Source: an optimization exercise on an open RTL-to-GDS flow (aim: small area, a short achievable clock period and few clock cycles per item). Production flows keep margins and buffers that such runs may drop. The RTL was checked by simulation tests, not by an equivalence proof against the original design. Power and IR drop assume default switching activity.

File: design/flow/run.sh
#!/bin/bash
# synth_recipe.tcl (not shown) runs the flow's synth.tcl, then flattens the netlist and writes it again
# the make line also repeats each setting of config.mk as NAME=value (left out here)
make -C /OpenROAD-flow-scripts/flow DESIGN_CONFIG=/design/flow/config.mk WORK_HOME=/design/flow/orfs CLKGATE_MAP_FILE= SYNTH_SCRIPT=/design/flow/synth_recipe.tcl finish
File: design/flow/constraint.sdc
create_clock -name core_clock -period 12.0 [get_ports {clk}]
set_input_delay 2.4000 -clock core_clock [delete_from_list [all_inputs] [get_ports {clk}]]
set_output_delay 2.4000 -clock core_clock [all_outputs]
set_load 0.01 [all_outputs]
File: design/flow/config.mk
export PLATFORM = sky130hd
export DESIGN_NAME = cc_game
export DESIGN_NICKNAME = cc_game
export VERILOG_FILES = /design/flow/design.v
export SDC_FILE = /design/flow/constraint.sdc
export NUM_CORES = 8
export LEC_CHECK = 0
export CAP_MARGIN = 20
export CORE_MARGIN = 2
export CORE_UTILIZATION = 25
export PLACE_DENSITY = 0.45
export SLEW_MARGIN = 20
File: design/flow/design.v
package cc_game_pkg;
  localparam int BOARD_DIM = 6;
  localparam int CELLS = 36;
  localparam int N_ACTIONS = 10;
  localparam int N_STRIPE_LOADS = 4;
  localparam logic [2:0] EMPTY = 3'd0;
endpackage
import cc_game_pkg::*;
module cc_match (
  input  logic [3*CELLS-1:0] color,
  output logic [CELLS-1:0]   mark,
  output logic               any
);
  logic [CELLS-1:0][2:0] c;
  logic [CELLS-1:0] ne;
  logic [CELLS-1:0] heq;   
  logic [CELLS-1:0] veq;   
  logic [CELLS-1:0] ht;    
  logic [CELLS-1:0] vt;    
  always_comb begin
    for (int i = 0; i < CELLS; i++) begin
      c[i]  = color[3*i +: 3];
      ne[i] = |c[i];
    end
    for (int i = 0; i < CELLS; i++) begin
      heq[i] = (i % 6 < 5) ? (c[i] == c[(i % 6 < 5) ? i + 1 : i]) : 1'b0;
      veq[i] = (i < 30) ? (c[i] == c[(i < 30) ? i + 6 : i]) : 1'b0;
    end
    for (int i = 0; i < CELLS; i++) begin
      ht[i] = (i % 6 < 4) ? (ne[i] && heq[i] && heq[(i % 6 < 4) ? i + 1 : i]) : 1'b0;
      vt[i] = (i < 24) ? (ne[i] && veq[i] && veq[(i < 24) ? i + 6 : i]) : 1'b0;
    end
    any = 1'b0;
    for (int i = 0; i < CELLS; i++) begin
      mark[i] = ht[i] || vt[i];
      if (i % 6 >= 1) mark[i] = mark[i] || ht[i - 1];
      if (i % 6 >= 2) mark[i] = mark[i] || ht[i - 2];
      if (i >= 6)     mark[i] = mark[i] || vt[i - 6];
      if (i >= 12)    mark[i] = mark[i] || vt[i - 12];
      any = any || ht[i] || vt[i];
    end
  end
endmodule
import cc_game_pkg::*;
module cc_game (
  input  logic       clk,
  input  logic       rst_n,
  input  logic       in_valid_1,
  input  logic [2:0] in_color,
  input  logic [5:0] in_starting_pos,
  input  logic       in_stripe,
  input  logic       in_valid_2,
  input  logic [1:0] in_action,
  output logic       out_valid,
  output logic [6:0] out_score
);
  localparam int QD = 9;   
  logic       rst_q, v1_q, v2_q, stp_q;
  logic [2:0] col_q;
  logic [7:0] in_q;   
  always_ff @(posedge clk) begin
    rst_q <= rst_n;
    v1_q  <= in_valid_1;
    v2_q  <= in_valid_2;
    col_q <= in_color;
    stp_q <= in_stripe;
    in_q  <= {in_starting_pos, in_action};
  end
  logic [CELLS-1:0][2:0] b_c;    
  logic [CELLS-1:0] b_se;    
  logic [CELLS-1:0] b_st;    
  logic [5:0] lrow, lcol;      
  logic       busy, started;
  logic [2:0] sp;              
  logic [QD-1:0][7:0] q;
  logic [3:0] qn;
  logic       ov_q;
  logic [6:0] os_q;
  assign out_valid = ov_q;
  assign out_score = os_q;
  logic [3*CELLS-1:0] flat;
  logic [CELLS-1:0]   tm;
  logic               any_tm;
  logic [CELLS-1:0]   ne;
  logic [CELLS-1:0]   be;   
  always_comb begin
    for (int i = 0; i < CELLS; i++) begin
      flat[3*i +: 3] = b_c[i];
      ne[i] = |b_c[i];
    end
    for (int col = 0; col < 6; col++) begin
      be[30 + col] = !ne[30 + col];
      for (int r = 4; r >= 0; r--) be[r*6 + col] = be[(r+1)*6 + col] || !ne[r*6 + col];
    end
  end
  cc_match u_match (.color(flat), .mark(tm), .any(any_tm));
  logic holes, lany;
  always_comb begin
    holes = 1'b0;
    for (int i = 0; i < 30; i++) holes = holes || (ne[i] && !ne[i+6]);
    lany = (|lrow) || (|lcol);
  end
  logic       rise, acc, qnz, go, grav, mchk, done, ld, swe;
  logic [7:0] head;
  logic [2:0] hr, hc;
  logic [1:0] hd;
  assign rise = v1_q && !busy;
  assign ld   = v1_q;
  assign swe  = rise || (|sp);
  assign acc  = busy && !v1_q && v2_q;
  assign qnz  = (qn != 4'd0);
  assign head = qnz ? q[0] : in_q;
  assign hr   = head[7:5];
  assign hc   = head[4:2];
  assign hd   = head[1:0];
  assign mchk = started && !holes && !lany;
  assign go   = (qnz || acc) && !holes && !lany && !(started && any_tm);
  assign grav = started && holes && !lany;
  assign done = busy && started && !v2_q && !qnz && !holes && !lany && !any_tm;
  logic [CELLS-1:0] dec;
  logic [CELLS-1:0] swh;   
  logic [CELLS-1:0] swv;   
  always_comb begin
    for (int r = 0; r < 6; r++)
      for (int c = 0; c < 6; c++)
        dec[r*6+c] = (hr == 3'(r)) && (hc == 3'(c));
    for (int r = 0; r < 6; r++)
      for (int c = 0; c < 6; c++) begin
        swh[r*6+c] = 1'b0;
        swv[r*6+c] = 1'b0;
        if (c < 5)
          swh[r*6+c] = go && ne[r*6+c] && ne[r*6+c+1] &&
                       ((dec[r*6+c] && hd == 2'd3) || (dec[r*6+c+1] && hd == 2'd2));
        if (r < 5)
          swv[r*6+c] = go && ne[r*6+c] && ne[r*6+c+6] &&
                       ((dec[r*6+c] && hd == 2'd1) || (dec[r*6+c+6] && hd == 2'd0));
      end
  end
  logic [CELLS-1:0] clr;
  logic [5:0] nlrow, nlcol;
  always_comb begin
    nlrow = '0;
    nlcol = '0;
    for (int r = 0; r < 6; r++)
      for (int c = 0; c < 6; c++) begin
        clr[r*6+c] = lrow[r] || lcol[c] || (tm[r*6+c] && mchk);
        if (clr[r*6+c] && b_se[r*6+c]) begin
          if (b_st[r*6+c]) nlcol[c] = 1'b1;
          else             nlrow[r] = 1'b1;
        end
      end
  end
  for (genvar r = 0; r < 6; r++) begin : g_row
    for (genvar c = 0; c < 6; c++) begin : g_col
      localparam int I  = r*6 + c;
      localparam int UP = (r > 0) ? I - 6 : I;
      localparam int DN = (r < 5) ? I + 6 : I;
      localparam int RT = (c < 5) ? I + 1 : I;
      localparam int LF = (c > 0) ? I - 1 : I;
      localparam int NX = (I < 35) ? I + 1 : I;
      always_ff @(posedge clk) begin
        if (ld) begin
          if (I == 35) b_c[I] <= col_q;
          else         b_c[I] <= b_c[NX];
          if (swe) begin
            if (dec[I]) begin
              b_se[I] <= 1'b1;
              b_st[I] <= stp_q;
            end else if (rise) begin
              b_se[I] <= 1'b0;
              b_st[I] <= 1'b0;
            end
          end
        end else if (grav && be[I]) begin
          if (r == 0) begin
            b_c[I] <= '0; b_se[I] <= 1'b0; b_st[I] <= 1'b0;
          end else begin
            b_c[I] <= b_c[UP]; b_se[I] <= b_se[UP]; b_st[I] <= b_st[UP];
          end
        end else if (r > 0 && swv[UP]) begin
          b_c[I] <= b_c[UP]; b_se[I] <= b_se[UP]; b_st[I] <= b_st[UP];
        end else if (r < 5 && swv[I]) begin
          b_c[I] <= b_c[DN]; b_se[I] <= b_se[DN]; b_st[I] <= b_st[DN];
        end else if (c < 5 && swh[I]) begin
          b_c[I] <= b_c[RT]; b_se[I] <= b_se[RT]; b_st[I] <= b_st[RT];
        end else if (c > 0 && swh[LF]) begin
          b_c[I] <= b_c[LF]; b_se[I] <= b_se[LF]; b_st[I] <= b_st[LF];
        end else if (clr[I]) begin
          b_c[I] <= '0; b_se[I] <= 1'b0; b_st[I] <= 1'b0;
        end
      end
    end
  end
  logic pop;
  assign pop = go && qnz;
  always_ff @(posedge clk) begin
    for (int i = 0; i < QD; i++) begin
      if (pop) begin
        if (acc && qn == 4'(i + 1)) q[i] <= in_q;
        else if (i < QD - 1)        q[i] <= q[(i < QD - 1) ? i + 1 : i];
      end else if (acc && qn == 4'(i)) begin
        q[i] <= in_q;
      end
    end
  end
  logic [6:0] empties;
  always_comb begin
    empties = '0;
    for (int c = 0; c < 6; c++)
      for (int r = 0; r < 6; r++)
        empties = empties + 7'(!ne[r*6+c]);
  end
  always_ff @(posedge clk) begin
    if (rst_q) begin
      busy    <= 1'b0;
      started <= 1'b0;
      sp      <= '0;
      qn      <= '0;
      lrow    <= '0;
      lcol    <= '0;
    end else begin
      sp   <= {sp[1:0], rise};
      lrow <= nlrow;
      lcol <= nlcol;
      if (rise) busy <= 1'b1;
      if (go && busy) started <= 1'b1;
      if (done) begin
        busy    <= 1'b0;
        started <= 1'b0;
      end
      if (acc && !(go && !qnz) && !pop) qn <= qn + 4'd1;
      else if (pop && !acc)             qn <= qn - 4'd1;
    end
    ov_q <= done && !rst_q && !rst_n;
    os_q <= (done && !rst_q && !rst_n) ? empties : 7'd0;
  end
endmodule
==> summary.txt <==
==> sequential cells by signal (all words and copies together) (netlist names) <==
register	flops
b_c	108
b_se	36
b_st	36
busy	1
col_q	3
in_q	8
lcol	6
lrow	6
os_q	6
ov_q	1
q	72
qn	4
rst_q	1
sp	3
started	1
stp_q	1
v1_q	1
v2_q	1
==> metrics by stage <==
stage | cells | util (%) | hold WS, ns
2_1_floorplan | 2796 | - | 0.438
3_3_place_gp | 3909 | 26.7 | 0.457
6_report | 3984 | 28.1 | 0.470
5_1_grt | 3980 | 28.1 | 0.489
3_5_place_dp | 3909 | 26.7 | 0.458
4_1_cts | 3980 | 28.1 | 0.466
==> cell usage after synthesis, drive strengths merged, types with 44 or more instances <==
cell type    n
buf         98
nand2      240
o22ai       51
and3        44
inv        162
xnor2       82
edfxtp     196
dfxtp       99
o21ai      101
nand3      121
nor3       136
xor2        90
a22oi       77
nor2b       46
clkbuf     140
nor2       169
a221o       57
a21oi      108
a222oi     114
==> metal layers <==
| metal | vias up | wire length, microns | track usage (%) |
|---|---|---|---|
| met4 | 4 | 9560 | 16.3 |
| met2 | 2129 | 55700 | 38.0 |
| met5 | - | 23 | 0 |
| li1 | 10600 | - | - |
| met3 | 545 | 18200 | 8.47 |
| met1 | 12600 | 53000 | 34.9 |
==> logic make-up after synthesis <==
logic type                 after synthesis  synth area share, %
AOI/OAI and AO/OA                      869                 27.9
muxes                                   71                 3.19
xor gates and xnor gates               172                 6.26
and+or+nand+nor                        943                 19.9
buffers and inverters                  403                 6.97
adders and majority gates               42                 3.06
DFF                                    295                 32.7
other                                    1               0.0156
==> cell type report <==
class	count	area, sq um	share of cell area, %
Antenna cell	4	10.0	0.0374
Clock buffer	56	1160	4.35
Clock inverter	15	183	0.683
Inverter	165	622	2.33
Multi-Input combinational cell	2098	14600	54.6
Sequential cell	295	7870	29.4
Tap cell	1265	1580	5.92
Timing Repair Buffer	86	701	2.62
==> final timing paths <==
kind	from	endpoint	slack (ns)	depth (start not counted)
setup reg to reg	b_c[90]	os_q[4]	6.08	17
setup / recovery	b_c[90]	os_q[4]	6.08	17
hold reg to reg	q[36]	q[28]	0.47	2
hold / removal	q[36]	q[28]	0.47	2
==> where the power goes <==
| group | switching (mW) | total (mW) | internal, mW | leakage, nW |
|---|---|---|---|---|
| Sequential | 0.766 | 2.14 | 1.37 | 2.83 |
| Combinational | 2.62 | 4.29 | 1.67 | 6.08 |
| Clock | 0.536 | 1.26 | 0.726 | 0.657 |
==> worst max-delay path, delay by kind of cell (launching register included) <==
family / cells / cell delay [ns]
AOI/OAI and AO/OA: 2 / 0.17
xor gates and xnor gates: 1 / 0.15
adders and majority gates: 8 / 3.69
buffers and inverters: 4 / 0.56
DFF: 1 / 0.53
and+or+nand+nor: 2 / 0.72
==> summary.txt <==
CP Data Required Time=12.50 ns; maximum VDD drop=0.645 mV; clk slew on worst S/H paths=0.06 ns; worst-path fanout max=7; Area contributors post-synth=edfxtp_1 24%, dfxtp_1 8.2%, a222oi_1 4.7%; synth warn=2; H-tree levels=2; measured slew at the worst slew-check pin=1.20 ns; fillers=10.2k; commonest non-fill, non-tap cell in the layout=nand2_1; routed via count=25.9k; Crit path top cell by count=fa_1; post-CTS sizing=0; Initial DRC Count=4500; syn_area_per_cell=8.61 sq um; CP startpoint kind=flip-flop; cell row count=113; Die X=314 microns; die area=0.0987 sq mm; post-DP HPWL=97.2 mm; total power=7.69 mW; io pins=24; Final Wtd Congestion=1.02; CTS max path bufs=3; RSZ-0062 raised after global routing=no; Place WS=6.28 ns; Setup TNS=0 ns; placed inst area=0.0254 sq mm; CTS tree=yes; Net Count, Synth=2854; Pwr Density=287 mW/mm^2; share of layout cells above drive strength 1=9.28%; clk sinks=295; run status=timing/DRC/antenna clean; ys flop type=edfxtp_1; mapped cell area=0.0241 sq mm; # DRC=0; ys async rst share=0%; Mapped Cells=2796; crit path kind=flip-flop to flip-flop; total CTS buffers=39; Detailed Route WL=137 mm; Max Cap Viol=0; root buffer cell=clkbuf_16; Final Max Tran Viols=0; fin crit share=49.4%; post-synth top area share=24.5%; fin crit period=5.92 ns; initial antenna violation count=5; setup bufs post-CTS=0; Leakage=9.57 nW; Crit. End Element=flip-flop; starting density of the core=25.3%; Die H=314 microns; Fmax achieved=169 MHz; sequential share of the synthesized area=32.7%; vias in the first global route=24.5k; Fin. Hold Viols=0; setup violators final=0; Skew-Pair Late Insertion Delay=0.63 ns; ANT nets after route=0; Vias/cell=6.50; crit path DAT=6.42 ns; drt pass-1 iters=10; design area=0.0267 sq mm; FF+latch count, synth=295; Worst path max stage delay=0.67 ns; leading area contributor after synthesis=edfxtp_1; Overflow after GRT=0; Core Region=0.0952 sq mm; count of port buffers added during placement=22; Cell Chain, Critical Path=nor3_1 > inv_1 > fa_1 > fa_1 > fa_1 > fa_1 > fa_1 > inv_1 > fa_1 > ha_1 > inv_1 > fa_1 > inv_1 > a21o_1 > a21oi_1 > xnor2_1 > nor2_1; PnR worst setup slack=6.08 ns; Area Growth Syn to Fin=11.1%; first-pass GRT wire length=190 mm; WL/cell=34.3 microns; synth unique cells=97; GRT Total Usage=26.7%; headroom to the max-slew limit=19.4%; Worst Clk Skew=0.0469 ns; CTS hold repair buffers=0; most frequent cells in the layout=236 x nand2_1, 196 x edfxtp_1, 168 x nor2_1; number of synthesized flops with an enable pin=196; slowest CP cell=nor3_1; pin count of the biggest net entering global routing=57; Hold Path Class=flip-flop to flip-flop; # nets final=2743
Testbench counts, summed over its fixed seeds: cycles 65,870, games 1,200.

## static timing again, ports no longer ideal
Ports are ideal in the flow. The routed layout listed here was re-timed in OpenROAD.
Step 1: set_driving_cell puts a clkbuf_16 on clk and a buf_2 on each other input, an assumption about the parent block.
Step 2 adds t to the input delays and takes it off the output delays; t is the mean of the earliest and latest rising clock arrival at the registers after step 1. Input paths then give back, and output paths get back, about the clock's delay inside the block.
Three values: ideal ports, drivers, drivers and shift; two values: the first two.
t (ns): 0.675
slack for setup (ns): 6.077 / 6.077 / 6.077
latest minus earliest clock arrival (ns): 0.047 / 0.047
worst data-port slew with drivers (ns): 0.04
After both steps this run still meets setup and hold. The setup slack of this run moves by 0.000 ns with the drivers and by 0.000 ns with both steps.
